Background: an optimization exercise with open tools, aiming at a short achievable clock period and few clock cycles. Do not read the settings as production practice. Function was checked by simulation only, so behaviour that the tests miss may differ from the original. Power is estimated from default activity; no workload was simulated.

`design/flow/config.mk`:
```
export PLATFORM = sky130hd
export DESIGN_NAME = sodor_core
export DESIGN_NICKNAME = sodor_core
export VERILOG_FILES = /design/flow/design.v
export SDC_FILE = /design/flow/constraint.sdc
export NUM_CORES = 4
export LEC_CHECK = 0
export ABC_CLOCK_PERIOD_IN_PS = 2500
export CAP_MARGIN = 20
export CORE_MARGIN = 2
export CORE_UTILIZATION = 50
export GPL_TIMING_DRIVEN = 1
export SETUP_SLACK_MARGIN = 3.5
export SLEW_MARGIN = 20
export SYNTH_HIERARCHICAL = 1
```
`design/flow/constraint.sdc`:
```
create_clock -name core_clock -period 6.0 [get_ports {clk}]
set_input_delay 1.2000 -clock core_clock [delete_from_list [all_inputs] [get_ports {clk}]]
set_output_delay 1.2000 -clock core_clock [all_outputs]
set_load 0.01 [all_outputs]
```
`design/flow/design.v`:
```
`timescale 1ns/1ps
`default_nettype none
package sodor_pkg;
    localparam int XLEN     = 32;
    localparam int NUM_REGS = 32;
    typedef logic [XLEN-1:0] word_t;
    typedef logic [31:0]     inst_t;
    typedef logic [4:0]      reg_addr_t;
    localparam logic [6:0] OP_ALU_I  = 7'b0010011;
    localparam logic [6:0] OP_ALU_R  = 7'b0110011;
    localparam logic [6:0] OP_BRANCH = 7'b1100011;
    localparam word_t RESET_PC = '0;
    typedef struct packed {
        logic add;
        logic sll;
        logic slt;
        logic sltu;
        logic xor_;
        logic sr;
        logic or_;
        logic and_;
    } alu_sel_t;
endpackage
`default_nettype wire
`timescale 1ns/1ps
`default_nettype none
module regfile (
    input  logic                 clk,
    input  sodor_pkg::reg_addr_t rs1_addr_i,
    input  sodor_pkg::reg_addr_t rs2_addr_i,
    output sodor_pkg::word_t     rs1_data_o,
    output sodor_pkg::word_t     rs2_data_o,
    input  logic                 we_i,
    input  sodor_pkg::reg_addr_t wr_addr_i,
    input  sodor_pkg::word_t     wr_data_i
);
    sodor_pkg::word_t regs [1:sodor_pkg::NUM_REGS-1];
    always_ff @(posedge clk) begin
        if (we_i && (wr_addr_i != '0)) begin
            regs[wr_addr_i] <= wr_data_i;
        end
    end
    assign rs1_data_o = (rs1_addr_i == '0) ? '0 : regs[rs1_addr_i];
    assign rs2_data_o = (rs2_addr_i == '0) ? '0 : regs[rs2_addr_i];
endmodule
`default_nettype wire
`timescale 1ns/1ps
`default_nettype none
module front_end (
    input  logic                 clk,
    input  logic                 reset,
    input  sodor_pkg::inst_t     imem_data_i,
    output sodor_pkg::word_t     pc_o,
    input  logic                 mispredict_i,
    input  sodor_pkg::word_t     redirect_pc_i,
    input  logic                 x_taken_i,
    input  sodor_pkg::word_t     alu_sum_i,
    input  sodor_pkg::word_t     alu_diff_i,
    input  sodor_pkg::word_t     alu_other_i,
    input  sodor_pkg::word_t     alu_sll_i,
    input  sodor_pkg::word_t     alu_sr_i,
    input  logic                 alu_lt_i,
    input  logic                 alu_ltu_i,
    input  logic                 w_wr_i,
    input  sodor_pkg::reg_addr_t w_rd_i,
    input  sodor_pkg::word_t     w_data_i,
    output logic                 x_valid_o,
    output logic                 x_valid_raw_o,    
    output logic                 x_squash_o,
    output sodor_pkg::word_t     x_pc_o,
    output sodor_pkg::word_t     x_pc4_o,
    output logic [12:0]          x_br_off_o,
    output logic                 x_pred_o,
    output logic                 x_is_branch_o,
    output logic                 x_wr_o,
    output sodor_pkg::reg_addr_t x_rd_o,
    output logic                 x_k_eq_o,
    output logic                 x_k_lt_o,
    output logic                 x_k_ltu_o,
    output logic                 x_inv_o,
    output logic                 x_flip_o,
    output logic                 x_pred_never_o,
    output logic                 x_sub_o,
    output logic                 x_sra_o,
    output sodor_pkg::alu_sel_t  x_sel_o,
    output sodor_pkg::word_t     x_op_a_o,
    output sodor_pkg::word_t     x_op_b_o,
    output logic [4:0]           x_shamt_o
);
    sodor_pkg::word_t     pc_q;
    sodor_pkg::word_t     pc_pred_q;
    sodor_pkg::word_t     pc_redir_q;
    logic                 redir_q;
    sodor_pkg::inst_t     inst;
    logic [6:0]           opcode;
    logic [2:0]           funct3;
    sodor_pkg::reg_addr_t rs1_addr;
    sodor_pkg::reg_addr_t rs2_addr;
    sodor_pkg::reg_addr_t rd_addr;
    logic                 is_alu_i;
    logic                 is_alu_r;
    logic                 is_alu;
    logic                 is_branch;
    logic                 bwd_branch;
    logic                 pred_taken;
    logic                 loop_exit;
    sodor_pkg::word_t     pred_target;
    sodor_pkg::word_t     pred_target_a;
    sodor_pkg::word_t     pred_target_b;
    logic                 f_wr;
    logic                 x_valid;
    logic                 x_wr;
    sodor_pkg::word_t     imm;
    sodor_pkg::word_t     pc_plus4;
    sodor_pkg::word_t     next_pc;
    sodor_pkg::word_t     rf_rs1;
    sodor_pkg::word_t     rf_rs2;
    sodor_pkg::word_t     early_rs1;
    sodor_pkg::word_t     early_rs2;
    sodor_pkg::word_t     op_a;
    sodor_pkg::word_t     op_b;
    logic                 x_hit1;
    logic                 byp_add;
    logic                 byp_sub;
    logic                 byp_oth;
    sodor_pkg::word_t     rest_a;
    sodor_pkg::word_t     rest_b;
    logic                 x_hit2;
    sodor_pkg::alu_sel_t  sel;
    logic                 x_valid_q;
    sodor_pkg::word_t     x_pc_q;
    sodor_pkg::word_t     x_pc4_q;
    logic [12:0]          x_br_off_q;
    logic                 x_pred_q;
    logic                 x_bwd_q;
    logic                 x_is_branch_q;
    logic                 x_wr_q;
    sodor_pkg::reg_addr_t x_rd_q;
    logic                 x_k_eq_q;
    logic                 x_k_lt_q;
    logic                 x_k_ltu_q;
    logic                 x_inv_q;
    logic                 x_flip_q;
    logic                 x_pred_never_q;
    logic                 x_sub_q;
    logic                 x_sra_q;
    sodor_pkg::alu_sel_t  x_sel_q;
    sodor_pkg::word_t     x_op_a_q;
    sodor_pkg::word_t     x_op_b_q;
    function automatic logic [29:0] inc30(input logic [29:0] a);
        logic [29:0] r;
        for (int i = 0; i < 30; i++) begin
            r[i] = a[i] ^ ((i == 0) ? 1'b1 : &(a | ~((30'd1 << i) - 30'd1)));
        end
        inc30 = r;
    endfunction
    assign inst      = imem_data_i;
    assign opcode    = inst[6:0];
    assign funct3    = inst[14:12];
    assign rs1_addr  = inst[19:15];
    assign rs2_addr  = inst[24:20];
    assign rd_addr   = inst[11:7];
    assign is_alu_i  = (opcode == sodor_pkg::OP_ALU_I);
    assign is_alu_r  = (opcode == sodor_pkg::OP_ALU_R);
    assign is_alu    = is_alu_i || is_alu_r;
    assign is_branch = (opcode == sodor_pkg::OP_BRANCH);
    assign f_wr      = is_alu && (rd_addr != '0);
    assign imm       = {{20{inst[31]}}, inst[31:20]};
    assign bwd_branch = is_branch && inst[31] && (funct3[2:1] != 2'b01);
    loop_predictor u_loop_predictor (
        .clk        (clk),
        .reset      (reset),
        .f_pc_a_i   (pc_pred_q),
        .f_pc_b_i   (pc_redir_q),
        .f_sel_b_i  (redir_q),
        .exit_o     (loop_exit),
        .x_update_i (x_valid && x_bwd_q),
        .x_pc_i     (x_pc_q),
        .x_taken_i  (x_taken_i)
    );
    assign pred_taken = bwd_branch && !loop_exit;
    fetch_target_adder u_fetch_target_a (
        .pc_i     (pc_pred_q),
        .off_i    ({inst[31], inst[7], inst[30:25], inst[11:8], 1'b0}),
        .target_o (pred_target_a)
    );
    fetch_target_adder u_fetch_target_b (
        .pc_i     (pc_redir_q),
        .off_i    ({inst[31], inst[7], inst[30:25], inst[11:8], 1'b0}),
        .target_o (pred_target_b)
    );
    assign pred_target = redir_q ? pred_target_b : pred_target_a;
    assign pc_plus4 = redir_q ? {inc30(pc_redir_q[31:2]), pc_redir_q[1:0]}
                              : {inc30(pc_pred_q[31:2]), pc_pred_q[1:0]};
    assign next_pc  = pred_taken ? pred_target : pc_plus4;
    assign x_valid  = x_valid_q && !redir_q;
    assign x_wr     = x_wr_q && !redir_q;
    always_ff @(posedge clk) begin
        pc_pred_q <= next_pc;
        redir_q   <= reset || mispredict_i;
        if (reset) begin
            pc_redir_q <= sodor_pkg::RESET_PC;
        end else begin
            pc_redir_q <= redirect_pc_i;
        end
    end
    assign pc_q = redir_q ? pc_redir_q : pc_pred_q;
    regfile u_regfile (
        .clk        (clk),
        .rs1_addr_i (rs1_addr),
        .rs2_addr_i (rs2_addr),
        .rs1_data_o (rf_rs1),
        .rs2_data_o (rf_rs2),
        .we_i       (w_wr_i),
        .wr_addr_i  (w_rd_i),
        .wr_data_i  (w_data_i)
    );
    assign early_rs1 = (w_wr_i && (w_rd_i == rs1_addr)) ? w_data_i : rf_rs1;
    assign early_rs2 = (w_wr_i && (w_rd_i == rs2_addr)) ? w_data_i : rf_rs2;
    assign x_hit1    = x_wr && (x_rd_q == rs1_addr);
    assign x_hit2    = x_wr && (x_rd_q == rs2_addr);
    assign byp_add   = x_sel_q.add && !x_sub_q;
    assign byp_sub   = x_sel_q.add && x_sub_q;
    assign byp_oth   = x_sel_q.xor_ || x_sel_q.or_ || x_sel_q.and_;
    assign rest_a    = ({32{x_hit1 && byp_oth}} & alu_other_i)
                     | ({32{!x_hit1}}           & early_rs1);
    assign rest_b    = ({32{is_alu_i}}                         & imm)
                     | ({32{!is_alu_i && x_hit2 && byp_oth}}   & alu_other_i)
                     | ({32{!is_alu_i && !x_hit2}}             & early_rs2);
    bypass_mux u_bypass_a (
        .sel_sum_i  (x_hit1 && byp_add),
        .sel_diff_i (x_hit1 && byp_sub),
        .sel_lt_i   (x_hit1 && x_sel_q.slt),
        .sel_sll_i  (x_hit1 && x_sel_q.sll),
        .sel_sr_i   (x_hit1 && x_sel_q.sr),
        .sll_i      (alu_sll_i),
        .sr_i       (alu_sr_i),
        .sel_ltu_i  (x_hit1 && x_sel_q.sltu),
        .lt_i       (alu_lt_i),
        .ltu_i      (alu_ltu_i),
        .sum_i      (alu_sum_i),
        .diff_i     (alu_diff_i),
        .rest_i     (rest_a),
        .y_o        (op_a)
    );
    bypass_mux u_bypass_b (
        .sel_sum_i  (!is_alu_i && x_hit2 && byp_add),
        .sel_diff_i (!is_alu_i && x_hit2 && byp_sub),
        .sel_lt_i   (!is_alu_i && x_hit2 && x_sel_q.slt),
        .sel_sll_i  (!is_alu_i && x_hit2 && x_sel_q.sll),
        .sel_sr_i   (!is_alu_i && x_hit2 && x_sel_q.sr),
        .sll_i      (alu_sll_i),
        .sr_i       (alu_sr_i),
        .sel_ltu_i  (!is_alu_i && x_hit2 && x_sel_q.sltu),
        .lt_i       (alu_lt_i),
        .ltu_i      (alu_ltu_i),
        .sum_i      (alu_sum_i),
        .diff_i     (alu_diff_i),
        .rest_i     (rest_b),
        .y_o        (op_b)
    );
    always_comb begin
        sel      = '0;
        sel.add  = (funct3 == 3'b000);
        sel.sll  = (funct3 == 3'b001);
        sel.slt  = (funct3 == 3'b010);
        sel.sltu = (funct3 == 3'b011);
        sel.xor_ = (funct3 == 3'b100);
        sel.sr   = (funct3 == 3'b101);
        sel.or_  = (funct3 == 3'b110);
        sel.and_ = (funct3 == 3'b111);
    end
    always_ff @(posedge clk) begin
        x_valid_q     <= !reset;
        x_wr_q        <= f_wr && !reset;
        x_pc_q        <= pc_q;
        x_pc4_q       <= pc_plus4;
        x_br_off_q    <= {inst[31], inst[7], inst[30:25], inst[11:8], 1'b0};
        x_pred_q      <= pred_taken;
        x_bwd_q       <= bwd_branch;
        x_is_branch_q <= is_branch;
        x_rd_q        <= rd_addr;
        x_k_eq_q      <= is_branch && (funct3[2:1] == 2'b00);
        x_k_lt_q      <= is_branch && (funct3[2:1] == 2'b10);
        x_k_ltu_q     <= is_branch && (funct3[2:1] == 2'b11);
        x_inv_q       <= funct3[0];
        x_flip_q      <= funct3[0] ^ pred_taken;
        x_pred_never_q <= pred_taken && !(is_branch && (funct3[2:1] != 2'b01));
        x_sub_q       <= is_alu_r && inst[30];
        x_sra_q       <= inst[30];
        x_sel_q       <= sel;
        x_op_a_q      <= op_a;
        x_op_b_q      <= op_b;
    end
    pc_port u_pc_port (
        .clk          (clk),
        .reset        (reset),
        .mispredict_i (mispredict_i),
        .pc_redir_i   (pc_redir_q),
        .pc_pred_i    (pc_pred_q),
        .pc_o         (pc_o)
    );
    shamt_reg u_shamt_reg (
        .clk     (clk),
        .d_i     (op_b[4:0]),
        .q_o     (x_shamt_o)
    );
    assign x_valid_o     = x_valid;
    assign x_valid_raw_o = x_valid_q;
    assign x_squash_o    = redir_q;
    assign x_pc_o        = x_pc_q;
    assign x_pc4_o       = x_pc4_q;
    assign x_br_off_o    = x_br_off_q;
    assign x_pred_o      = x_pred_q;
    assign x_is_branch_o = x_is_branch_q;
    assign x_wr_o        = x_wr;
    assign x_rd_o        = x_rd_q;
    assign x_k_eq_o      = x_k_eq_q;
    assign x_k_lt_o      = x_k_lt_q;
    assign x_k_ltu_o     = x_k_ltu_q;
    assign x_inv_o       = x_inv_q;
    assign x_flip_o      = x_flip_q;
    assign x_pred_never_o = x_pred_never_q;
    assign x_sub_o       = x_sub_q;
    assign x_sra_o       = x_sra_q;
    assign x_sel_o       = x_sel_q;
    assign x_op_a_o      = x_op_a_q;
    assign x_op_b_o      = x_op_b_q;
endmodule
`default_nettype wire
`default_nettype none
module loop_predictor #(
    parameter int ENTRIES = 8,
    parameter int CNT_W   = 6,
    parameter int TAG_W   = 12
) (
    input  logic             clk,
    input  logic             reset,
    input  sodor_pkg::word_t f_pc_a_i,
    input  sodor_pkg::word_t f_pc_b_i,
    input  logic             f_sel_b_i,
    output logic             exit_o,
    input  logic             x_update_i,
    input  sodor_pkg::word_t x_pc_i,
    input  logic             x_taken_i
);
    logic             valid_q  [ENTRIES];
    logic             conf_q   [ENTRIES];
    logic [TAG_W:1]   tag_q    [ENTRIES];
    logic [CNT_W-1:0] cnt_q    [ENTRIES];
    logic [CNT_W-1:0] trip_q   [ENTRIES];
    logic [2:0]       victim_q;
    logic             u_update_q;
    logic             u_taken_q;
    logic [TAG_W:1]   u_pc_q;
    logic [ENTRIES-1:0] f_exit;
    logic [ENTRIES-1:0] u_hit;
    logic             exit_a;
    logic             exit_b;
    always_comb begin
        exit_a = 1'b0;
        exit_b = 1'b0;
        for (int i = 0; i < ENTRIES; i++) begin
            f_exit[i] = valid_q[i] && conf_q[i] && (cnt_q[i] == trip_q[i]);
            exit_a    = exit_a | (f_exit[i] & (tag_q[i] == f_pc_a_i[TAG_W:1]));
            exit_b    = exit_b | (f_exit[i] & (tag_q[i] == f_pc_b_i[TAG_W:1]));
        end
    end
    assign exit_o = f_sel_b_i ? exit_b : exit_a;
    always_ff @(posedge clk) begin
        u_update_q <= x_update_i && !reset;
        u_taken_q  <= x_taken_i;
        u_pc_q     <= x_pc_i[TAG_W:1];
    end
    always_comb begin
        for (int i = 0; i < ENTRIES; i++) begin
            u_hit[i] = valid_q[i] && (tag_q[i] == u_pc_q);
        end
    end
    always_ff @(posedge clk) begin
        if (reset) begin
            for (int i = 0; i < ENTRIES; i++) begin
                valid_q[i] <= 1'b0;
            end
            victim_q <= '0;
        end else if (u_update_q) begin
            if (|u_hit) begin
                for (int i = 0; i < ENTRIES; i++) begin
                    if (u_hit[i]) begin
                        if (u_taken_q) begin
                            if (cnt_q[i] == '1) begin
                                conf_q[i] <= 1'b0;
                            end else begin
                                cnt_q[i] <= cnt_q[i] + 1'b1;
                            end
                        end else begin
                            trip_q[i] <= cnt_q[i];
                            conf_q[i] <= (cnt_q[i] != '1);
                            cnt_q[i]  <= '0;
                        end
                    end
                end
            end else if (u_taken_q) begin
                valid_q[victim_q] <= 1'b1;
                conf_q[victim_q]  <= 1'b0;
                tag_q[victim_q]   <= u_pc_q;
                cnt_q[victim_q]   <= 1;
                victim_q          <= victim_q + 1'b1;
            end
        end
    end
endmodule
`default_nettype wire
`default_nettype none
module fetch_target_adder (
    input  sodor_pkg::word_t pc_i,
    input  logic [12:0]      off_i,
    output sodor_pkg::word_t target_o
);
    logic [12:0] p0;
    logic [12:0] g;
    logic [12:0] p;
    logic [13:0] lo;
    logic [18:0] hi;
    logic [18:0] hi_inc;
    logic [18:0] hi_dec;
    always_comb begin
        p0 = pc_i[12:0] ^ off_i;
        g  = pc_i[12:0] & off_i;
        p  = p0;
        for (int d = 1; d < 13; d = d * 2) begin
            for (int i = 12; i >= d; i--) begin
                g[i] = g[i] | (p[i] & g[i-d]);
                p[i] = p[i] & p[i-d];
            end
        end
        lo[0] = p0[0];
        for (int i = 1; i < 13; i++) begin
            lo[i] = p0[i] ^ g[i-1];
        end
        lo[13] = g[12];
    end
    pc_hi_incdec u_incdec (
        .hi_i  (pc_i[31:13]),
        .inc_o (hi_inc),
        .dec_o (hi_dec)
    );
    always_comb begin
        case ({off_i[12], lo[13]})
            2'b01:   hi = hi_inc;
            2'b10:   hi = hi_dec;
            default: hi = pc_i[31:13];
        endcase
    end
    assign target_o = {hi, lo[12:0]};
endmodule
`default_nettype wire
`default_nettype none
module bypass_mux (
    input  logic             sel_sum_i,
    input  logic             sel_diff_i,
    input  logic             sel_lt_i,
    input  logic             sel_ltu_i,
    input  logic             sel_sll_i,
    input  logic             sel_sr_i,
    input  sodor_pkg::word_t sll_i,
    input  sodor_pkg::word_t sr_i,
    input  logic             lt_i,
    input  logic             ltu_i,
    input  sodor_pkg::word_t sum_i,
    input  sodor_pkg::word_t diff_i,
    input  sodor_pkg::word_t rest_i,
    output sodor_pkg::word_t y_o
);
    assign y_o = ({32{sel_sum_i}} & sum_i) | ({32{sel_diff_i}} & diff_i)
               | ({32{sel_sll_i}} & sll_i) | ({32{sel_sr_i}} & sr_i) | rest_i
               | {31'd0, (sel_lt_i & lt_i) | (sel_ltu_i & ltu_i)};
endmodule
`default_nettype wire
`default_nettype none
module pc_hi_incdec (
    input  logic [18:0] hi_i,
    output logic [18:0] inc_o,
    output logic [18:0] dec_o
);
    assign inc_o = hi_i + 19'd1;
    assign dec_o = hi_i - 19'd1;
endmodule
`default_nettype wire
`default_nettype none
module shamt_reg (
    input  logic       clk,
    input  logic [4:0] d_i,
    output logic [4:0] q_o
);
    logic [4:0] q;
    always_ff @(posedge clk) begin
        q <= d_i;
    end
    assign q_o = q;
endmodule
`default_nettype wire
`default_nettype none
module pc_port (
    input  logic             clk,
    input  logic             reset,
    input  logic             mispredict_i,
    input  sodor_pkg::word_t pc_redir_i,
    input  sodor_pkg::word_t pc_pred_i,
    output sodor_pkg::word_t pc_o
);
    logic sel_q;
    always_ff @(posedge clk) begin
        sel_q <= reset || mispredict_i;
    end
    assign pc_o = sel_q ? pc_redir_i : pc_pred_i;
endmodule
`default_nettype wire
`timescale 1ns/1ps
`default_nettype none
module alu_unit (
    input  sodor_pkg::word_t    op_a_i,
    input  sodor_pkg::word_t    op_b_i,
    input  logic [4:0]          shamt_i,   
    input  logic                sra_i,
    input  sodor_pkg::alu_sel_t sel_i,
    output sodor_pkg::word_t    sum_o,
    output sodor_pkg::word_t    diff_o,
    output sodor_pkg::word_t    sll_o,
    output sodor_pkg::word_t    sr_o,
    output sodor_pkg::word_t    other_o     
);
    sodor_pkg::word_t other;
    sodor_pkg::word_t sum;
    sodor_pkg::word_t diff;
    sodor_pkg::word_t sll_res;
    sodor_pkg::word_t sr_res;
    alu_adder u_add (
        .a_i (op_a_i),
        .b_i (op_b_i),
        .y_o (sum)
    );
    alu_subtractor u_sub (
        .a_i (op_a_i),
        .b_i (op_b_i),
        .y_o (diff)
    );
    alu_shifter u_shift (
        .a_i     (op_a_i),
        .shamt_i (shamt_i),
        .sra_i   (sra_i),
        .sll_o   (sll_res),
        .sr_o    (sr_res)
    );
    assign other    = ({32{sel_i.xor_}} & (op_a_i ^ op_b_i))
                    | ({32{sel_i.or_}}  & (op_a_i | op_b_i))
                    | ({32{sel_i.and_}} & (op_a_i & op_b_i));
    assign sum_o    = sum;
    assign diff_o   = diff;
    assign other_o  = other;
    assign sll_o    = sll_res;
    assign sr_o     = sr_res;
endmodule
`default_nettype wire
`default_nettype none
module alu_adder (
    input  sodor_pkg::word_t a_i,
    input  sodor_pkg::word_t b_i,
    output sodor_pkg::word_t y_o
);
    assign y_o = a_i + b_i;
endmodule
`default_nettype wire
`default_nettype none
module alu_subtractor (
    input  sodor_pkg::word_t a_i,
    input  sodor_pkg::word_t b_i,
    output sodor_pkg::word_t y_o
);
    assign y_o = a_i - b_i;
endmodule
`default_nettype wire
`default_nettype none
module alu_shifter (
    input  sodor_pkg::word_t a_i,
    input  logic [4:0]       shamt_i,
    input  logic             sra_i,
    output sodor_pkg::word_t sll_o,
    output sodor_pkg::word_t sr_o
);
    assign sll_o = a_i << shamt_i;
    assign sr_o  = sodor_pkg::word_t'($signed({sra_i & a_i[31], a_i}) >>> shamt_i);
endmodule
`default_nettype wire
`timescale 1ns/1ps
`default_nettype none
module branch_unit (
    input  logic             valid_i,
    input  logic             squash_i,
    input  logic             pred_i,
    input  logic             k_eq_i,
    input  logic             k_lt_i,
    input  logic             k_ltu_i,
    input  logic             inv_i,
    input  logic             flip_i,
    input  logic             pred_never_i,
    input  logic             eq_i,
    input  logic             lt_i,
    input  logic             ltu_i,
    input  sodor_pkg::word_t pc_i,
    input  sodor_pkg::word_t pc4_i,
    input  logic [12:0]      br_off_i,
    output logic             taken_o,
    output sodor_pkg::word_t target_o,
    output logic             mispredict_o,
    output sodor_pkg::word_t redirect_pc_o
);
    pc_adder u_pc_adder (
        .pc_i     (pc_i),
        .off_i    (br_off_i),
        .target_o (target_o)
    );
    assign taken_o = valid_i && !squash_i && ((k_eq_i  && (eq_i  ^ inv_i)) ||
                                 (k_lt_i  && (lt_i  ^ inv_i)) ||
                                 (k_ltu_i && (ltu_i ^ inv_i)));
    assign mispredict_o = valid_i && !squash_i && ((k_eq_i  && (eq_i  ^ flip_i)) ||
                                      (k_lt_i  && (lt_i  ^ flip_i)) ||
                                      (k_ltu_i && (ltu_i ^ flip_i)) ||
                                      pred_never_i);
    assign redirect_pc_o = pred_i ? pc4_i : target_o;
endmodule
`default_nettype wire
`default_nettype none
module pc_adder (
    input  sodor_pkg::word_t pc_i,
    input  logic [12:0]      off_i,
    output sodor_pkg::word_t target_o
);
    assign target_o = pc_i + {{19{off_i[12]}}, off_i};
endmodule
`default_nettype wire
`default_nettype none
module compare_unit (
    input  sodor_pkg::word_t a_i,
    input  sodor_pkg::word_t b_i,
    output logic             eq_o,
    output logic             lt_o,
    output logic             ltu_o
);
    assign eq_o  = (a_i == b_i);
    assign ltu_o = (a_i < b_i);
    assign lt_o  = ($signed(a_i) < $signed(b_i));
endmodule
`default_nettype wire
`timescale 1ns/1ps
`default_nettype none
module writeback_stage (
    input  logic                 clk,
    input  logic                 reset,
    input  logic                 x_valid_i,
    input  sodor_pkg::word_t     x_pc_i,
    input  logic                 x_is_branch_i,
    input  logic                 x_taken_i,
    input  logic                 x_wr_i,
    input  sodor_pkg::reg_addr_t x_rd_i,
    input  sodor_pkg::alu_sel_t  x_sel_i,
    input  logic                 x_sub_i,
    input  sodor_pkg::word_t     x_sum_i,
    input  sodor_pkg::word_t     x_diff_i,
    input  sodor_pkg::word_t     x_sll_i,
    input  sodor_pkg::word_t     x_sr_i,
    input  sodor_pkg::word_t     x_other_i,
    input  logic                 x_lt_i,
    input  logic                 x_ltu_i,
    output logic                 w_wr_o,
    output sodor_pkg::reg_addr_t w_rd_o,
    output sodor_pkg::word_t     w_data_o,
    output logic                 r_valid_o,
    output sodor_pkg::word_t     r_pc_o,
    output logic                 r_is_branch_o,
    output logic                 r_taken_o,
    output logic                 r_writes_rd_o,
    output sodor_pkg::reg_addr_t r_rd_o,
    output sodor_pkg::word_t     r_data_o
);
    logic                 valid_q;
    sodor_pkg::word_t     pc_q;
    logic                 is_branch_q;
    logic                 taken_q;
    logic                 wr_q;
    sodor_pkg::reg_addr_t rd_q;
    sodor_pkg::alu_sel_t  sel_q;
    logic                 sub_q;
    sodor_pkg::word_t     sum_q;
    sodor_pkg::word_t     diff_q;
    sodor_pkg::word_t     sll_q;
    sodor_pkg::word_t     sr_q;
    sodor_pkg::word_t     other_q;
    logic                 lt_q;
    logic                 ltu_q;
    sodor_pkg::word_t     data;
    always_ff @(posedge clk) begin
        valid_q     <= x_valid_i && !reset;
        wr_q        <= x_wr_i && !reset;
        pc_q        <= x_pc_i;
        is_branch_q <= x_is_branch_i;
        taken_q     <= x_taken_i;
        rd_q        <= x_rd_i;
        sel_q       <= x_sel_i;
        sub_q       <= x_sub_i;
        sum_q       <= x_sum_i;
        diff_q      <= x_diff_i;
        sll_q       <= x_sll_i;
        sr_q        <= x_sr_i;
        other_q     <= x_other_i;
        lt_q        <= x_lt_i;
        ltu_q       <= x_ltu_i;
    end
    assign data = ({32{sel_q.add & !sub_q}} & sum_q)
                | ({32{sel_q.add &  sub_q}} & diff_q)
                | ({32{sel_q.slt}}  & {31'd0, lt_q})
                | ({32{sel_q.sltu}} & {31'd0, ltu_q})
                | ({32{sel_q.sll}}  & sll_q)
                | ({32{sel_q.sr}}   & sr_q)
                | other_q;
    retire_regs u_retire_regs (
        .clk           (clk),
        .reset         (reset),
        .x_valid_i     (valid_q),
        .x_pc_i        (pc_q),
        .x_is_branch_i (is_branch_q),
        .x_taken_i     (taken_q),
        .x_wr_i        (wr_q),
        .x_rd_i        (rd_q),
        .x_data_i      (data),
        .r_valid_o     (r_valid_o),
        .r_pc_o        (r_pc_o),
        .r_is_branch_o (r_is_branch_o),
        .r_taken_o     (r_taken_o),
        .r_writes_rd_o (r_writes_rd_o),
        .r_rd_o        (r_rd_o),
        .r_data_o      (r_data_o)
    );
    assign w_wr_o   = wr_q;
    assign w_rd_o   = rd_q;
    assign w_data_o = data;
endmodule
`default_nettype wire
`default_nettype none
module retire_regs (
    input  logic                 clk,
    input  logic                 reset,
    input  logic                 x_valid_i,
    input  sodor_pkg::word_t     x_pc_i,
    input  logic                 x_is_branch_i,
    input  logic                 x_taken_i,
    input  logic                 x_wr_i,
    input  sodor_pkg::reg_addr_t x_rd_i,
    input  sodor_pkg::word_t     x_data_i,
    output logic                 r_valid_o,
    output sodor_pkg::word_t     r_pc_o,
    output logic                 r_is_branch_o,
    output logic                 r_taken_o,
    output logic                 r_writes_rd_o,
    output sodor_pkg::reg_addr_t r_rd_o,
    output sodor_pkg::word_t     r_data_o
);
    logic                 valid_q;
    sodor_pkg::word_t     pc_q;
    logic                 is_branch_q;
    logic                 taken_q;
    logic                 writes_rd_q;
    sodor_pkg::reg_addr_t rd_q;
    sodor_pkg::word_t     data_q;
    always_ff @(posedge clk) begin
        valid_q     <= x_valid_i && !reset;
        pc_q        <= x_pc_i;
        is_branch_q <= x_is_branch_i;
        taken_q     <= x_taken_i;
        writes_rd_q <= x_wr_i;
        rd_q        <= x_rd_i;
        data_q      <= x_data_i;
    end
    assign r_valid_o     = valid_q;
    assign r_pc_o        = pc_q;
    assign r_is_branch_o = is_branch_q;
    assign r_taken_o     = taken_q;
    assign r_writes_rd_o = writes_rd_q;
    assign r_rd_o        = rd_q;
    assign r_data_o      = data_q;
endmodule
`default_nettype wire
`timescale 1ns/1ps
`default_nettype none
module sodor_core (
    input  logic               clk,
    input  logic               reset,
    input  logic [31:0]        imem_data_i,
    output logic [31:0]        pc_o,
    output logic               retire_valid_o,
    output logic [31:0]        retire_pc_o,
    output logic               retire_is_branch_o,
    output logic               retire_taken_o,
    output logic               retire_writes_rd_o,
    output logic [4:0]         retire_rd_o,
    output logic [31:0]        retire_data_o
);
    logic                 x_valid;
    logic                 x_valid_raw;
    logic                 x_squash;
    sodor_pkg::word_t     x_pc;
    sodor_pkg::word_t     x_pc4;
    logic [12:0]          x_br_off;
    logic                 x_pred;
    logic                 x_is_branch;
    logic                 x_wr;
    sodor_pkg::reg_addr_t x_rd;
    logic                 x_k_eq;
    logic                 x_k_lt;
    logic                 x_k_ltu;
    logic                 x_inv;
    logic                 x_flip;
    logic                 x_pred_never;
    logic                 x_sub;
    logic                 x_sra;
    sodor_pkg::alu_sel_t  x_sel;
    sodor_pkg::word_t     x_op_a;
    sodor_pkg::word_t     x_op_b;
    sodor_pkg::word_t     alu_sum;
    sodor_pkg::word_t     alu_diff;
    sodor_pkg::word_t     alu_other;
    sodor_pkg::word_t     alu_sll;
    sodor_pkg::word_t     alu_sr;
    logic [4:0]           x_shamt;
    logic                 eq;
    logic                 lt;
    logic                 ltu;
    logic                 taken;
    sodor_pkg::word_t     target;
    logic                 mispredict;
    sodor_pkg::word_t     redirect_pc;
    logic                 w_wr;
    sodor_pkg::reg_addr_t w_rd;
    sodor_pkg::word_t     w_data;
    front_end u_front_end (
        .clk           (clk),
        .reset         (reset),
        .imem_data_i   (imem_data_i),
        .pc_o          (pc_o),
        .mispredict_i  (mispredict),
        .redirect_pc_i (redirect_pc),
        .x_taken_i     (taken),
        .alu_sum_i     (alu_sum),
        .alu_diff_i    (alu_diff),
        .alu_other_i   (alu_other),
        .alu_sll_i     (alu_sll),
        .alu_sr_i      (alu_sr),
        .alu_lt_i      (lt),
        .alu_ltu_i     (ltu),
        .w_wr_i        (w_wr),
        .w_rd_i        (w_rd),
        .w_data_i      (w_data),
        .x_valid_o     (x_valid),
        .x_valid_raw_o (x_valid_raw),
        .x_squash_o    (x_squash),
        .x_pc_o        (x_pc),
        .x_pc4_o       (x_pc4),
        .x_br_off_o    (x_br_off),
        .x_pred_o      (x_pred),
        .x_is_branch_o (x_is_branch),
        .x_wr_o        (x_wr),
        .x_rd_o        (x_rd),
        .x_k_eq_o      (x_k_eq),
        .x_k_lt_o      (x_k_lt),
        .x_k_ltu_o     (x_k_ltu),
        .x_inv_o       (x_inv),
        .x_flip_o      (x_flip),
        .x_pred_never_o (x_pred_never),
        .x_sub_o       (x_sub),
        .x_sra_o       (x_sra),
        .x_sel_o       (x_sel),
        .x_op_a_o      (x_op_a),
        .x_op_b_o      (x_op_b),
        .x_shamt_o     (x_shamt)
    );
    alu_unit u_alu_unit (
        .op_a_i   (x_op_a),
        .op_b_i   (x_op_b),
        .shamt_i  (x_shamt),
        .sra_i    (x_sra),
        .sel_i    (x_sel),
        .sum_o    (alu_sum),
        .diff_o   (alu_diff),
        .sll_o    (alu_sll),
        .sr_o     (alu_sr),
        .other_o  (alu_other)
    );
    compare_unit u_compare_unit (
        .a_i   (x_op_a),
        .b_i   (x_op_b),
        .eq_o  (eq),
        .lt_o  (lt),
        .ltu_o (ltu)
    );
    branch_unit u_branch_unit (
        .valid_i       (x_valid_raw),
        .squash_i      (x_squash),
        .pred_i        (x_pred),
        .k_eq_i        (x_k_eq),
        .k_lt_i        (x_k_lt),
        .k_ltu_i       (x_k_ltu),
        .inv_i         (x_inv),
        .flip_i        (x_flip),
        .pred_never_i  (x_pred_never),
        .eq_i          (eq),
        .lt_i          (lt),
        .ltu_i         (ltu),
        .pc_i          (x_pc),
        .pc4_i         (x_pc4),
        .br_off_i      (x_br_off),
        .taken_o       (taken),
        .target_o      (target),
        .mispredict_o  (mispredict),
        .redirect_pc_o (redirect_pc)
    );
    writeback_stage u_writeback_stage (
        .clk           (clk),
        .reset         (reset),
        .x_valid_i     (x_valid),
        .x_pc_i        (x_pc),
        .x_is_branch_i (x_is_branch),
        .x_taken_i     (taken),
        .x_wr_i        (x_wr),
        .x_rd_i        (x_rd),
        .x_sel_i       (x_sel),
        .x_sub_i       (x_sub),
        .x_sum_i       (alu_sum),
        .x_diff_i      (alu_diff),
        .x_sll_i       (alu_sll),
        .x_sr_i        (alu_sr),
        .x_other_i     (alu_other),
        .x_lt_i        (lt),
        .x_ltu_i       (ltu),
        .w_wr_o        (w_wr),
        .w_rd_o        (w_rd),
        .w_data_o      (w_data),
        .r_valid_o     (retire_valid_o),
        .r_pc_o        (retire_pc_o),
        .r_is_branch_o (retire_is_branch_o),
        .r_taken_o     (retire_taken_o),
        .r_writes_rd_o (retire_writes_rd_o),
        .r_rd_o        (retire_rd_o),
        .r_data_o      (retire_data_o)
    );
endmodule
`default_nettype wire
```
`design/flow/run.sh`:
```
#!/bin/bash
# synth_recipe.tcl (not shown) runs the flow's synth.tcl, then flattens the netlist and writes it again
# the make line also repeats each setting of config.mk as NAME=value (left out here)
make -C /OpenROAD-flow-scripts/flow DESIGN_CONFIG=/design/flow/config.mk WORK_HOME=/design/flow/orfs CLKGATE_MAP_FILE= SYNTH_SCRIPT=/design/flow/synth_recipe.tcl finish
```
==> results of run 1 <==
## worst reg2reg max path, stage by stage, from the launching register on
cell,delay [ns]
dfxtp_1,0.32
buf_4,0.25
nand4_1,0.25
nor4_1,0.77
nand3_1,0.18
xnor2_1,0.18
a22oi_2,0.16
o21ai_1,0.10
mux4_2,0.45
a221o_1,0.27
## worst min-delay path by stage
stage                                                             endpoint  slack [ns]
final                     u_writeback_stage.u_retire_regs.pc_q[20]$_DFF_P_        0.32
after global routing      u_writeback_stage.u_retire_regs.pc_q[10]$_DFF_P_        0.33
after CTS                 u_writeback_stage.u_retire_regs.pc_q[20]$_DFF_P_        0.33
after detailed placement  u_writeback_stage.u_retire_regs.pc_q[31]$_DFF_P_        0.31
after global placement    u_writeback_stage.u_retire_regs.pc_q[31]$_DFF_P_        0.31
after floorplan                      u_writeback_stage.is_branch_q$_DFF_P_        0.31
## cells by family after synthesis
family | synth area share (%)
DFF | 49.7
and+or+nand+nor | 8.89
AOI/OAI and AO/OA | 11.0
muxes | 17.3
buffers and inverters | 3.98
xor gates and xnor gates | 5.72
adders and majority gates | 3.38
other | 0.00405
## what timing repair did
| action | 4_1_cts | 5_1_grt |
|---|---|---|
| gates resized for setup | 1720 | 556 |
| setup buffers | 589 | 187 |
| setup endpoints to repair | 1245 | 514 |
| cloned | 58 | 9 |
| pin swaps | 382 | 300 |
| hold endpoints to repair | 0 | 0 |
## metal layers
metal	global-route usage, %	wire length [um]	vias up	part of all wire [%]
met2	55.8	159000	4486	45
met5	0	122	-	0.035
met4	22.9	27300	18	7.7
li1	-	-	30300	-
met3	7.16	34900	1061	9.9
met1	46.7	132000	36400	37
## registers in the layout, summed over array words and instances (netlist names), 48 cells and up
name / count
u_front_end.u_regfile.regs: 992
u_front_end.u_loop_predictor.cnt_q: 48
u_front_end.u_loop_predictor.trip_q: 48
u_front_end.u_loop_predictor.tag_q: 96
## power by group through the flow
stage               Sequential (W)  Combinational (W)  Clock [W]
floorplan                   0.0152            0.00723          0
global route                0.0156             0.0154     0.0124
detailed placement          0.0160             0.0100          0
global placement            0.0160             0.0100          0
finish                      0.0155             0.0147     0.0119
CTS                         0.0154             0.0131     0.0120
## area by class of cell
cell class,instances,area share (%)
diodes,3,0.00631
clock buffers,235,4.31
clock inverters,114,0.996
inverters,203,0.669
multi-input cells,4923,40.4
flip-flops and latches,1728,39.1
well taps,2464,2.59
repair buffers,1231,11.9
repair inverters,1,0.00631
## stage by stage
stage	power (W)	worst slack (ns)	std cells	hold slack [ns]	area (um^2)
2_1_floorplan	0.0224	2.18	7362	0.310	93600
3_3_place_gp	0.0260	0.806	9707	0.310	97100
3_5_place_dp	0.0261	0.798	9707	0.312	97100
4_1_cts	0.0405	2.68	10700	0.326	115000
5_1_grt	0.0434	2.67	10900	0.331	119000
6_report	0.0421	2.70	10900	0.325	119000
## per-module statistics from Yosys, one instance, submodules excluded, excerpt
module / copies in the design / cells inside
regfile: 1 / 2601
alu_subtractor: 1 / 279
branch_unit: 1 / 50
compare_unit: 1 / 115
pc_port: 1 / 38
bypass_mux: 2 / 109
pc_adder: 1 / 232
fetch_target_adder: 2 / 153
## Yosys cell counts, drive strengths merged, types with 17 or more instances
master	number
nand3	171
inv	202
a22o	47
a21o	79
nand4	130
and2	72
nand2b	19
a21oi	373
clkbuf	243
mux2	157
a221oi	43
mux4	417
xor2	263
a222oi	65
a211oi	77
nor2	298
o21a	27
a211o	36
or3	19
nand2	417
o21ai	235
nor2b	104
a31oi	25
nor4	92
dfxtp	592
buf	273
o211ai	22
edfxtp	1136
and3	96
xnor2	341
o21bai	24
ha	242
a22oi	181
nor3	104
o31ai	40
a311o	34
or4	17
mux2i	456
==> impl_metrics.env, run 1 <==
export IMPL_layout_common_cells="1136 x edfxtp_1, 636 x buf_4, 421 x mux2i_1"
export IMPL_synth_area_leaders="edfxtp_1 37%, dfxtp_1 13%, mux4_2 9.9%"
export IMPL_maxCapViolations=0
export IMPL_port_buffers=138
export IMPL_endpoint="pc_o[3]"
export IMPL_holdPathStages=0
export IMPL_pwr_share_clk_pct=28.2
export IMPL_routedWlPerCell_um=32.3
export IMPL_viasPerCell=6.63
export IMPL_place_congestion=0.963
export IMPL_layout_commonest_cell="edfxtp_1"
export IMPL_num_rows=157
export IMPL_power_density_mw_per_mm2=354
export IMPL_max_stage_delay_ns=0.37
export IMPL_min_period_ns=3.30
export IMPL_status="complete, no violations"
export IMPL_drt_iter0_markers=9345
export IMPL_grt_pass1_vias=68600
export IMPL_r2r_start="u_front_end.pc_pred_q[16]$_DFF_P_"
export IMPL_htreeDepth=4
export IMPL_hpwl_um=206000
export IMPL_synthFlopType="edfxtp_1"
export IMPL_peakVddDrop_mv=0.373
export IMPL_yosysTopAreaCellShare_pct=36.9
export IMPL_syn_inst=7359
export IMPL_seqPwrFrac_pct=36.8
export IMPL_gr_total_overflow=0
export IMPL_drive_gt1_share_pct=37.3
export IMPL_synth_edf_count=1136
export IMPL_leakage_nw=44.6
export IMPL_cp_required_ns=4.80
export IMPL_path_class="flop to output port"
export IMPL_fp_dieH_um=434
export IMPL_relSlewSlack_pct=22.6
export IMPL_postRouteAntennaNets=0
export IMPL_timing_critical_path_mode_cell="buf_6"
export IMPL_register_area_mm2=0.0465
export IMPL_yosysSeqAreaShare_pct=49.7
export IMPL_min_from="u_writeback_stage.pc_q[20]$_DFF_P_"
export IMPL_yosys_warnings=15
export IMPL_cts_buffers_inserted=186
export IMPL_cts_hold_buf=0
export IMPL_cts_tree="yes"
export IMPL_fin_nets=8555
export IMPL_tightestPinTransition_ns=1.16
export IMPL_path_depth=5
export IMPL_clk_latency_ns=0.86
export IMPL_period_share_pct=55.0
export IMPL_antenna_found_initial=14
export IMPL_ios=139
export IMPL_routed_wl_um=353000
export IMPL_setup_violations=0
export IMPL_initial_utilization_pct=50.4
export IMPL_dieArea_mm2=0.188
export IMPL_clock_skew_final_ns=0.0308
export IMPL_clock_sinks=1728
export IMPL_final_max_slew_violation_count=0
export IMPL_ys_async_sr_fraction_pct=0
export IMPL_ys_ff_latch=1728
export IMPL_synth_avg_cell_area_um2=12.6
export IMPL_slowest_stage="dfxtp_4"
export IMPL_grt_start_max_net_pins=65
export IMPL_timing_rr_end="u_front_end.pc_pred_q[29]$_DFF_P_"
export IMPL_endpoint_kind="output port"
export IMPL_grt_use_total_pct=36.2
export IMPL_drc=0
export IMPL_cts_root_buf="clkbuf_16"
export IMPL_switching_share_pct=33.6
export IMPL_fin_setup_tns_ns=0
export IMPL_grt_pass1_wl_um=491000
export IMPL_intPower_w=0.0279
export IMPL_critPathLaunch="u_front_end.u_pc_port.sel_q$_DFF_P_"
export IMPL_core_area_mm2=0.183
export IMPL_fill_cells=13500
export IMPL_ff2ff_path_depth=9
export IMPL_hold_viol=0
export IMPL_path_cells="buf_4, buf_6, buf_8, mux2_4, buf_6"
export IMPL_multiInputGateArea_mm2=0.0481
export IMPL_clock_fmax_ghz=0.303
export IMPL_cp_max_fo=5
export IMPL_vias=72200
export IMPL_yosysUniqueCellTypes=123
export IMPL_cts_buffer_depth=3
export IMPL_cp_top_family="buffers and inverters"
export IMPL_post_route_util_pct=64.8
export IMPL_critPathBufInv=4
export IMPL_min_path_type="flop to flop"
export IMPL_worstPathArrival_ns=2.10
export IMPL_r2r_slack_ns=2.95
export IMPL_firstDrtPassIters=9
export IMPL_clk_pin_slew_worst_paths_ns=0.07
export IMPL_cp_start_kind="flop"
export IMPL_synth_top_area_cell="edfxtp_1"
export IMPL_syn_to_final_growth_pct=28.5
export IMPL_p_comb_share_pct=34.9
export IMPL_netlist_area_mm2=0.0925
export IMPL_rsz0062_at_grt="yes"
export IMPL_fp_dieW_um=434
export IMPL_switchingPower_w=0.0142
Testbench counts, summed over its fixed seeds: cycles 33,114.
==> inputs of run 2 (changes only) <==
--- a/design/flow/design.v
+++ b/design/flow/design.v
@@ -85,7 +85,9 @@
     output sodor_pkg::alu_sel_t  x_sel_o,
     output sodor_pkg::word_t     x_op_a_o,
     output sodor_pkg::word_t     x_op_b_o,
-    output logic [4:0]           x_shamt_o
+    output logic [4:0]           x_shamt_o,
+    output sodor_pkg::word_t     x_cmp_a_o,
+    output sodor_pkg::word_t     x_cmp_b_o
 );
     sodor_pkg::word_t     pc_q;
     sodor_pkg::word_t     pc_pred_q;
@@ -292,13 +294,44 @@
         x_op_a_q      <= op_a;
         x_op_b_q      <= op_b;
     end
-    pc_port u_pc_port (
+    pc_port u_pc_port0 (
         .clk          (clk),
         .reset        (reset),
         .mispredict_i (mispredict_i),
-        .pc_redir_i   (pc_redir_q),
-        .pc_pred_i    (pc_pred_q),
-        .pc_o         (pc_o)
+        .pc_redir_i   (pc_redir_q[7:0]),
+        .pc_pred_i    (pc_pred_q[7:0]),
+        .pc_o         (pc_o[7:0])
+    );
+    pc_port u_pc_port1 (
+        .clk          (clk),
+        .reset        (reset),
+        .mispredict_i (mispredict_i),
+        .pc_redir_i   (pc_redir_q[15:8]),
+        .pc_pred_i    (pc_pred_q[15:8]),
+        .pc_o         (pc_o[15:8])
+    );
+    pc_port u_pc_port2 (
+        .clk          (clk),
+        .reset        (reset),
+        .mispredict_i (mispredict_i),
+        .pc_redir_i   (pc_redir_q[23:16]),
+        .pc_pred_i    (pc_pred_q[23:16]),
+        .pc_o         (pc_o[23:16])
+    );
+    pc_port u_pc_port3 (
+        .clk          (clk),
+        .reset        (reset),
+        .mispredict_i (mispredict_i),
+        .pc_redir_i   (pc_redir_q[31:24]),
+        .pc_pred_i    (pc_pred_q[31:24]),
+        .pc_o         (pc_o[31:24])
+    );
+    operand_copy u_cmp_copy (
+        .clk (clk),
+        .a_i (op_a),
+        .b_i (op_b),
+        .a_o (x_cmp_a_o),
+        .b_o (x_cmp_b_o)
     );
     shamt_reg u_shamt_reg (
         .clk     (clk),
@@ -349,6 +382,7 @@
     logic [TAG_W:1]   tag_q    [ENTRIES];
     logic [CNT_W-1:0] cnt_q    [ENTRIES];
     logic [CNT_W-1:0] trip_q   [ENTRIES];
+    logic             exit_q   [ENTRIES];
     logic [2:0]       victim_q;
     logic             u_update_q;
     logic             u_taken_q;
@@ -361,7 +395,7 @@
         exit_a = 1'b0;
         exit_b = 1'b0;
         for (int i = 0; i < ENTRIES; i++) begin
-            f_exit[i] = valid_q[i] && conf_q[i] && (cnt_q[i] == trip_q[i]);
+            f_exit[i] = exit_q[i];
             exit_a    = exit_a | (f_exit[i] & (tag_q[i] == f_pc_a_i[TAG_W:1]));
             exit_b    = exit_b | (f_exit[i] & (tag_q[i] == f_pc_b_i[TAG_W:1]));
         end
@@ -381,6 +415,7 @@
         if (reset) begin
             for (int i = 0; i < ENTRIES; i++) begin
                 valid_q[i] <= 1'b0;
+                exit_q[i]  <= 1'b0;
             end
             victim_q <= '0;
         end else if (u_update_q) begin
@@ -390,19 +425,23 @@
                         if (u_taken_q) begin
                             if (cnt_q[i] == '1) begin
                                 conf_q[i] <= 1'b0;
+                                exit_q[i] <= 1'b0;
                             end else begin
-                                cnt_q[i] <= cnt_q[i] + 1'b1;
+                                cnt_q[i]  <= cnt_q[i] + 1'b1;
+                                exit_q[i] <= conf_q[i] && (cnt_q[i] + 1'b1 == trip_q[i]);
                             end
                         end else begin
                             trip_q[i] <= cnt_q[i];
                             conf_q[i] <= (cnt_q[i] != '1);
                             cnt_q[i]  <= '0;
+                            exit_q[i] <= (cnt_q[i] == '0);
                         end
                     end
                 end
             end else if (u_taken_q) begin
                 valid_q[victim_q] <= 1'b1;
                 conf_q[victim_q]  <= 1'b0;
+                exit_q[victim_q]  <= 1'b0;
                 tag_q[victim_q]   <= u_pc_q;
                 cnt_q[victim_q]   <= 1;
                 victim_q          <= victim_q + 1'b1;
@@ -505,9 +544,9 @@
     input  logic             clk,
     input  logic             reset,
     input  logic             mispredict_i,
-    input  sodor_pkg::word_t pc_redir_i,
-    input  sodor_pkg::word_t pc_pred_i,
-    output sodor_pkg::word_t pc_o
+    input  logic [7:0]       pc_redir_i,
+    input  logic [7:0]       pc_pred_i,
+    output logic [7:0]       pc_o
 );
     logic sel_q;
     always_ff @(posedge clk) begin
@@ -516,6 +555,24 @@
     assign pc_o = sel_q ? pc_redir_i : pc_pred_i;
 endmodule
 `default_nettype wire
+`default_nettype none
+module operand_copy (
+    input  logic             clk,
+    input  sodor_pkg::word_t a_i,
+    input  sodor_pkg::word_t b_i,
+    output sodor_pkg::word_t a_o,
+    output sodor_pkg::word_t b_o
+);
+    sodor_pkg::word_t a_q;
+    sodor_pkg::word_t b_q;
+    always_ff @(posedge clk) begin
+        a_q <= a_i;
+        b_q <= b_i;
+    end
+    assign a_o = a_q;
+    assign b_o = b_q;
+endmodule
+`default_nettype wire
 `timescale 1ns/1ps
 `default_nettype none
 module alu_unit (
@@ -832,6 +889,8 @@
     sodor_pkg::word_t     alu_sll;
     sodor_pkg::word_t     alu_sr;
     logic [4:0]           x_shamt;
+    sodor_pkg::word_t     x_cmp_a;
+    sodor_pkg::word_t     x_cmp_b;
     logic                 eq;
     logic                 lt;
     logic                 ltu;
@@ -881,7 +940,9 @@
         .x_sel_o       (x_sel),
         .x_op_a_o      (x_op_a),
         .x_op_b_o      (x_op_b),
-        .x_shamt_o     (x_shamt)
+        .x_shamt_o     (x_shamt),
+        .x_cmp_a_o     (x_cmp_a),
+        .x_cmp_b_o     (x_cmp_b)
     );
     alu_unit u_alu_unit (
         .op_a_i   (x_op_a),
@@ -896,8 +957,8 @@
         .other_o  (alu_other)
     );
     compare_unit u_compare_unit (
-        .a_i   (x_op_a),
-        .b_i   (x_op_b),
+        .a_i   (x_cmp_a),
+        .b_i   (x_cmp_b),
         .eq_o  (eq),
         .lt_o  (lt),
         .ltu_o (ltu)
==> run 2 against run 1 <==
Compared with the run above:
- still clean
- sequential share of layout area up 0.31 points
- sequential power up 5%
- combinational power down 3%
- core utilization down 0.51 points
- worst setup slack better by 0.17 ns
- first-iteration DRC count down 0.57%
- cell area up 2.5%
- final cell count up 2.7%
- clock-buffer cell count up 15
- hold slack worse by 0.065 ns
- largest cell class unchanged
- highest routed layer unchanged
==> impl_metrics.env, run 2 <==
export IMPL_cts_root_buf="clkbuf_16"
export IMPL_clock_fmax_ghz=0.320
export IMPL_ff2ff_path_depth=6
export IMPL_synthSimpleGateAreaFrac_pct=9.25
export IMPL_min_period_ns=3.13
export IMPL_postRouteAntennaNets=0
export IMPL_fin_setup_tns_ns=0
export IMPL_cts_buffer_depth=3
export IMPL_min_to="u_writeback_stage.u_retire_regs.pc_q[4]$_DFF_P_"
export IMPL_dpl_cell_count=10000
export IMPL_drive_gt1_share_pct=35.7
export IMPL_rsz0062_at_grt="yes"
export IMPL_layout_common_cells="1136 x edfxtp_1, 572 x buf_4, 470 x dfxtp_1"
export IMPL_synth_compound_area_share_pct=11.3
export IMPL_yosysTopAreaCellShare_pct=35.9
export IMPL_largest_register_ffs=992
export IMPL_hpwl_um=218000
export IMPL_antenna_found_initial=17
export IMPL_largest_registers="u_front_end.u_regfile.regs: 992 flops, u_front_end.u_loop_predictor.tag_q: 96 flops"
export IMPL_clock_skew_final_ns=0.0841
export IMPL_num_rows=160
export IMPL_vias=74700
export IMPL_final_max_slew_violation_count=0
export IMPL_multiInputGateArea_mm2=0.0493
export IMPL_layout_commonest_cell="edfxtp_1"
export IMPL_core_area_mm2=0.190
export IMPL_routed_wl_um=374000
export IMPL_grt_start_max_net_pins=62
export IMPL_synth_area_leaders="edfxtp_1 36%, dfxtp_1 14%, mux4_2 9.2%"
export IMPL_cts_tree="yes"
export IMPL_synth_avg_cell_area_um2=12.4
export IMPL_netlist_area_mm2=0.0951
export IMPL_path_class="flop to output port"
export IMPL_grt_pass1_vias=72200
export IMPL_port_buffers=138
export IMPL_clock_sinks=1803
export IMPL_r2r_start="u_front_end.u_shamt_reg.q[4]$_DFF_P_"
export IMPL_initial_utilization_pct=50.2
export IMPL_clk_latency_ns=0.89
export IMPL_worstPathArrival_ns=1.93
export IMPL_max_flop_register="u_front_end.u_regfile.regs"
export IMPL_relSlewSlack_pct=30.7
export IMPL_synthFlopType="edfxtp_1"
export IMPL_synth_top_family_by_area="multiplexers"
export IMPL_drc=0
export IMPL_gr_total_overflow=0
export IMPL_peakVddDrop_mv=0.298
export IMPL_cts_buffers_inserted=194
export IMPL_fp_dieH_um=440
export IMPL_yosysUniqueCellTypes=128
export IMPL_register_area_mm2=0.0480
export IMPL_yosys_top_cells_count="1136 x edfxtp_1, 667 x dfxtp_1, 467 x mux2i_1"
export IMPL_hold_viol=0
export IMPL_leakage_nw=45.4
export IMPL_syn_to_final_growth_pct=28.1
export IMPL_htreeDepth=4
export IMPL_r2r_slack_ns=2.88
export IMPL_drt_iter0_markers=9292
export IMPL_ios=139
export IMPL_grt_pass1_wl_um=521000
export IMPL_yosysSeqAreaShare_pct=49.9
export IMPL_maxCapViolations=0
export IMPL_cp_start_kind="flop"
export IMPL_cp_max_fo=7
export IMPL_fill_cells=13800
export IMPL_power_density_mw_per_mm2=356
export IMPL_firstDrtPassIters=9
export IMPL_yosys_warnings=16
export IMPL_ys_ff_latch=1803
export IMPL_routedWlPerCell_um=33.4
export IMPL_synth_fa_ha_area_share_pct=3.39
export IMPL_syn_inst=7651
export IMPL_holdPathStages=0
export IMPL_final_cells=11200
export IMPL_dieArea_mm2=0.194
export IMPL_synth_most_common_cell="edfxtp_1"
export IMPL_cp_required_ns=4.80
export IMPL_fp_dieW_um=440
export IMPL_timing_rr_end="u_front_end.x_op_b_q[14]$_DFF_P_"
export IMPL_setup_violations=0
export IMPL_period_share_pct=52.1
export IMPL_min_path_type="flop to flop"
export IMPL_synth_top_area_cell="edfxtp_1"
export IMPL_grt_use_total_pct=37.4
export IMPL_clk_pin_slew_worst_paths_ns=0.07
export IMPL_viasPerCell=6.67
export IMPL_tightestPinTransition_ns=1.04
export IMPL_status="complete, no violations"
export IMPL_synth_xor_area_share_pct=5.63
export IMPL_ys_async_sr_fraction_pct=0
export IMPL_endpoint_kind="output port"
export IMPL_synth_edf_count=1136
export IMPL_place_congestion=0.996
export IMPL_fin_nets=8790
export IMPL_muxShareOfSynthArea_pct=16.6
export IMPL_min_from="u_writeback_stage.pc_q[4]$_DFF_P_"
export IMPL_cts_hold_buf=0
-- run 2: changes by cell type after synthesis, moves of 25 or more --
| cell | before | now |
|---|---|---|
| inv_1 | 200 | 231 |
| xnor2_1 | 341 | 394 |
| nand2_1 | 416 | 441 |
| nor2_1 | 297 | 330 |
| xor2_1 | 263 | 215 |
| o21ai_0 | 133 | 175 |
| dfxtp_1 | 592 | 667 |
-- run 2: metrics by stage --
| step | hold WS, ns | utilization, % | total power [W] | instance area [um^2] | setup WS (ns) |
|---|---|---|---|---|---|
| final | 0.260 | 64.3 | 0.0434 | 122000 | 2.87 |
| after global routing | 0.265 | 64.3 | 0.0447 | 122000 | 2.79 |
| after CTS | 0.251 | 62.4 | 0.0420 | 118000 | 2.84 |
| after detailed placement | 0.312 | 52.5 | 0.0267 | 99600 | 1.08 |
| after global placement | 0.310 | 52.5 | 0.0267 | 99500 | 1.16 |
| after floorplan | 0.310 | - | 0.0230 | 96300 | 2.18 |
-- run 2: area by class of cell --
type	count	area share (%)
diodes	8	0.0164
flip-flops and latches	1803	39.4
multi-input cells	5110	40.4
repair buffers	1158	11.3
well taps	2511	2.58
inverters	233	0.742
clock inverters	117	1.21
clock buffers	250	4.37
repair inverters	1	0.00411
-- run 2: worst max path at each step --
stage                                                     from                           endpoint  slack, ns  cells past startpoint
after floorplan                                imem_data_i[26]  u_front_end.pc_pred_q[29]$_DFF_P_       2.18                     13
after global placement                          imem_data_i[8]  u_front_end.pc_pred_q[29]$_DFF_P_       1.16                     11
after detailed placement                        imem_data_i[8]  u_front_end.pc_pred_q[29]$_DFF_P_       1.08                     11
after CTS                 u_front_end.u_pc_port0.sel_q$_DFF_P_                            pc_o[0]       2.84                      3
after global routing      u_front_end.u_shamt_reg.q[0]$_DFF_P_   u_front_end.x_op_b_q[14]$_DFF_P_       2.79                      7
final                     u_front_end.u_pc_port0.sel_q$_DFF_P_                            pc_o[0]       2.87                      3
-- run 2: cells by family (layout without fill, tap and decap cells) --
logic type / after synthesis / in the layout
mux: 1029 / 1029
xor+xnor: 610 / 610
compound gates: 1521 / 1521
fa+ha+maj: 255 / 255
simple gates: 1684 / 1691
buf+inv: 748 / 1759
other cells: 1 / 12
flops: 1803 / 1803
-- run 2: per-layer routing --
layer	GRT usage, %	up-vias	part of all wire (%)
li1	-	31200	-
met1	46.9	37500	37
met2	58.5	4642	45
met3	8.40	1314	10
met4	23.9	18	8.0
met5	0	-	0.035
-- run 2: worst max-delay path: stages (launching register included) --
cell     delay (ns)
dfxtp_4        0.46
buf_6          0.13
mux2_4         0.33
buf_6          0.13
-- run 2: timing repair --
item	in CTS	in global routing
gates resized for setup	1785	450
setup buffers	561	155
gates cloned	76	13
pin swaps	352	276
endpoints found under the setup margin	1593	533
-- run 2: where the power goes --
group	switching, W	leakage (nW)	internal, W	total (W)
registers	0.00145	16.0	0.0149	0.0163
clock network	0.00537	3.30	0.00732	0.0127
logic	0.00771	26.0	0.00663	0.0143
total	0.0145	45.4	0.0288	0.0434
-- run 2: modules after synthesis (local to each module, per instance), excerpt --
module | times used | flops+latches
alu_shifter | 1 | 0
pc_port | 4 | 1
fetch_target_adder | 2 | 0
front_end | 1 | 223
alu_unit | 1 | 0
branch_unit | 1 | 0
pc_adder | 1 | 0
Testbench counts of run 2, summed over its fixed seeds: cycles 33,114.
==> inputs of run 3 (changes only) <==
--- a/design/flow/design.v
+++ b/design/flow/design.v
@@ -87,7 +87,9 @@
     output sodor_pkg::word_t     x_op_b_o,
     output logic [4:0]           x_shamt_o,
     output sodor_pkg::word_t     x_cmp_a_o,
-    output sodor_pkg::word_t     x_cmp_b_o
+    output sodor_pkg::word_t     x_cmp_b_o,
+    output sodor_pkg::word_t     x_add_a_o,
+    output sodor_pkg::word_t     x_add_b_o
 );
     sodor_pkg::word_t     pc_q;
     sodor_pkg::word_t     pc_pred_q;
@@ -333,6 +335,13 @@
         .a_o (x_cmp_a_o),
         .b_o (x_cmp_b_o)
     );
+    operand_copy u_add_copy (
+        .clk (clk),
+        .a_i (op_a),
+        .b_i (op_b),
+        .a_o (x_add_a_o),
+        .b_o (x_add_b_o)
+    );
     shamt_reg u_shamt_reg (
         .clk     (clk),
         .d_i     (op_b[4:0]),
@@ -578,6 +587,8 @@
 module alu_unit (
     input  sodor_pkg::word_t    op_a_i,
     input  sodor_pkg::word_t    op_b_i,
+    input  sodor_pkg::word_t    add_a_i,   
+    input  sodor_pkg::word_t    add_b_i,   
     input  logic [4:0]          shamt_i,   
     input  logic                sra_i,
     input  sodor_pkg::alu_sel_t sel_i,
@@ -593,13 +604,13 @@
     sodor_pkg::word_t sll_res;
     sodor_pkg::word_t sr_res;
     alu_adder u_add (
-        .a_i (op_a_i),
-        .b_i (op_b_i),
+        .a_i (add_a_i),
+        .b_i (add_b_i),
         .y_o (sum)
     );
     alu_subtractor u_sub (
-        .a_i (op_a_i),
-        .b_i (op_b_i),
+        .a_i (add_a_i),
+        .b_i (add_b_i),
         .y_o (diff)
     );
     alu_shifter u_shift (
@@ -891,6 +902,8 @@
     logic [4:0]           x_shamt;
     sodor_pkg::word_t     x_cmp_a;
     sodor_pkg::word_t     x_cmp_b;
+    sodor_pkg::word_t     x_add_a;
+    sodor_pkg::word_t     x_add_b;
     logic                 eq;
     logic                 lt;
     logic                 ltu;
@@ -942,11 +955,15 @@
         .x_op_b_o      (x_op_b),
         .x_shamt_o     (x_shamt),
         .x_cmp_a_o     (x_cmp_a),
-        .x_cmp_b_o     (x_cmp_b)
+        .x_cmp_b_o     (x_cmp_b),
+        .x_add_a_o     (x_add_a),
+        .x_add_b_o     (x_add_b)
     );
     alu_unit u_alu_unit (
         .op_a_i   (x_op_a),
         .op_b_i   (x_op_b),
+        .add_a_i  (x_add_a),
+        .add_b_i  (x_add_b),
         .shamt_i  (x_shamt),
         .sra_i    (x_sra),
         .sel_i    (x_sel),
==> run 3 against run 2 <==
Compared with the run above:
- still clean on timing, DRC and antenna
- total power is 2.5% higher
- combinational power is 6% higher
- synthesized area is 1.3% higher
- fmax is 1.4% lower
- via count is 3.0% higher
- worst setup slack worse by 0.043 ns
- register-to-register slack better by 0.05 ns
- cell area is 2.1% higher
- non-clock buffer count is 113 higher
- core utilization is 0.56 points higher
- global-route usage is 0.36 points lower
==> impl_metrics.env, run 3 <==
export IMPL_fp_dieW_um=443
export IMPL_holdPathStages=0
export IMPL_path_cells="buf_6, buf_6, mux2_4, buf_6"
export IMPL_max_stage_delay_ns=0.48
export IMPL_min_period_ns=3.17
export IMPL_cts_buffers_inserted=200
export IMPL_rsz0062_at_grt="yes"
export IMPL_synthFlopType="edfxtp_1"
export IMPL_fin_nets=8975
export IMPL_clk_pin_slew_worst_paths_ns=0.06
export IMPL_cp_start_kind="flop"
export IMPL_min_from="u_writeback_stage.pc_q[15]$_DFF_P_"
export IMPL_layout_commonest_cell="edfxtp_1"
export IMPL_ys_async_sr_fraction_pct=0
export IMPL_clock_fmax_ghz=0.315
export IMPL_postRouteAntennaNets=0
export IMPL_fill_cells=14100
export IMPL_synth_fa_ha_area_share_pct=3.35
export IMPL_initial_utilization_pct=50.2
export IMPL_ys_ff_latch=1867
export IMPL_cts_buffer_depth=3
export IMPL_synthSimpleGateAreaFrac_pct=9.12
export IMPL_cts_tree="yes"
export IMPL_fp_dieH_um=443
export IMPL_r2r_start="u_front_end.u_cmp_copy.b_q[14]$_DFF_P_"
export IMPL_min_path_type="flop to flop"
export IMPL_timing_rr_end="u_front_end.u_pc_port1.sel_q$_DFF_P_"
export IMPL_timing_critical_path_mode_cell="buf_6"
export IMPL_synth_edf_count=1136
export IMPL_routedWlPerCell_um=33.4
export IMPL_fin_setup_tns_ns=0
export IMPL_synth_area_leaders="edfxtp_1 35%, dfxtp_1 15%, mux4_2 9.1%"
export IMPL_tightestPinTransition_ns=1.05
export IMPL_status="complete, no violations"
export IMPL_ios=139
export IMPL_grt_pass1_vias=72600
export IMPL_yosys_top_cells_count="1136 x edfxtp_1, 731 x dfxtp_1, 467 x mux2i_1"
export IMPL_clock_skew_final_ns=0.0396
export IMPL_gr_total_overflow=0
export IMPL_final_max_slew_violation_count=0
export IMPL_r2r_slack_ns=2.93
export IMPL_ff2ff_path_depth=14
export IMPL_layout_common_cells="1136 x edfxtp_1, 624 x buf_4, 562 x dfxtp_1"
export IMPL_viasPerCell=6.75
export IMPL_num_rows=161
export IMPL_power_density_mw_per_mm2=357
export IMPL_relSlewSlack_pct=29.8
export IMPL_detailedPlace_worstSlack_ns=1.11
export IMPL_synth_compound_area_share_pct=11.1
export IMPL_htreeDepth=4
export IMPL_cts_hold_buf=0
export IMPL_clock_sinks=1867
export IMPL_yosysUniqueCellTypes=128
export IMPL_maxCapViolations=0
export IMPL_syn_to_final_growth_pct=29.1
export IMPL_core_area_mm2=0.192
export IMPL_dieArea_mm2=0.196
export IMPL_synth_avg_cell_area_um2=12.5
export IMPL_setup_violations=0
export IMPL_antenna_found_initial=13
export IMPL_min_to="u_writeback_stage.u_retire_regs.pc_q[15]$_DFF_P_"
export IMPL_routed_wl_um=381000
export IMPL_period_share_pct=52.9
export IMPL_synth_most_common_cell="edfxtp_1"
export IMPL_peakVddDrop_mv=0.275
export IMPL_grt_start_max_net_pins=75
export IMPL_cp_max_fo=7
export IMPL_muxShareOfSynthArea_pct=16.4
export IMPL_yosysTopAreaCellShare_pct=35.4
export IMPL_synth_xor_area_share_pct=5.56
export IMPL_leakage_nw=46.6
[run 3: cell count changes after synthesis, sizes merged]
cell	delta
dfxtp	+64
[run 3: final cells by class]
| cell class | count | area, um^2 | area share [%] |
|---|---|---|---|
| antenna | 10 | 25.0 | 0.0201 |
| clock buffer | 274 | 5660 | 4.55 |
| clock inverter | 101 | 1010 | 0.811 |
| inverter | 233 | 908 | 0.730 |
| multi-input combinational | 5112 | 49700 | 40.0 |
| sequential | 1867 | 49200 | 39.5 |
| tap | 2526 | 3160 | 2.54 |
| timing repair buffer | 1271 | 14800 | 11.9 |
| timing repair inverter | 1 | 7.51 | 0.00603 |
[run 3: timing repair]
action | CTS | global route
setup endpoints to repair | 1387 | 769
resized for setup | 1755 | 542
setup buffers | 589 | 222
gates cloned | 76 | 22
pin swaps | 398 | 305
[run 3: per-module statistics from Yosys, one instance, submodules excluded, a selection]
module              flip-flops and latches  copies in the design  cells
alu_shifter                              0                     1    456
branch_unit                              0                     1     50
bypass_mux                               0                     2    109
compare_unit                             0                     1    115
fetch_target_adder                       0                     2    153
front_end                              223                     1   1028
loop_predictor                         233                     1   1169
pc_port                                  1                     4     11
shamt_reg                                5                     1      5
writeback_stage                        209                     1    322
[run 3: per-layer routing]
| metal | GRT usage [%] | vias to the layer above | wire, um |
|---|---|---|---|
| met5 | 0 | - | 28 |
| met4 | 20.4 | 4 | 26100 |
| met3 | 8.05 | 1132 | 43000 |
| met2 | 55.9 | 5275 | 167000 |
| met1 | 49.8 | 38900 | 144000 |
| li1 | - | 31600 | - |
[run 3: cells by family after synthesis]
family,Yosys count
muxes,1029
DFF,1867
AOI/OAI and AO/OA,1521
buffers and inverters,748
xor gates and xnor gates,610
adders and majority gates,255
and+or+nand+nor,1684
other,1
[run 3: through the flow]
| stage | util (%) | area [um^2] | cells | hold WS [ns] |
|---|---|---|---|---|
| after global placement | 52.6 | 101000 | 10100 | 0.310 |
| after global routing | 64.8 | 124000 | 11400 | 0.329 |
| after CTS | 62.4 | 120000 | 11100 | 0.326 |
| after detailed placement | 52.6 | 101000 | 10100 | 0.312 |
| final | 64.8 | 124000 | 11400 | 0.325 |
| after floorplan | - | 97600 | 7718 | 0.310 |
[run 3: how the worst max path moves through the flow]
stage / start / end / slack (ns) / cells after the start
after floorplan: imem_data_i[26] / u_front_end.pc_pred_q[29]$_DFF_P_ / 2.18 / 13
after global placement: imem_data_i[26] / u_front_end.pc_pred_q[29]$_DFF_P_ / 1.18 / 11
after detailed placement: imem_data_i[26] / u_front_end.pc_pred_q[17]$_DFF_P_ / 1.11 / 13
after CTS: u_front_end.u_pc_port3.sel_q$_DFF_P_ / pc_o[28] / 2.76 / 3
after global routing: u_front_end.u_pc_port3.sel_q$_DFF_P_ / pc_o[25] / 2.80 / 4
final: u_front_end.u_pc_port3.sel_q$_DFF_P_ / pc_o[25] / 2.83 / 4
[run 3: critical path: cells and delay by family, from the launching register on]
kind	cells	cell delay, ns
buf+inv	3	0.33
flops	1	0.48
mux	1	0.29
[run 3: power by group]
| part | total [W] | internal [W] | switching, W |
|---|---|---|---|
| logic | 0.0151 | 0.00708 | 0.00798 |
| clock network | 0.0127 | 0.00720 | 0.00546 |
| registers | 0.0167 | 0.0153 | 0.00140 |
| total | 0.0445 | 0.0296 | 0.0148 |
Testbench counts of run 3, summed over its fixed seeds: cycles 33,114.
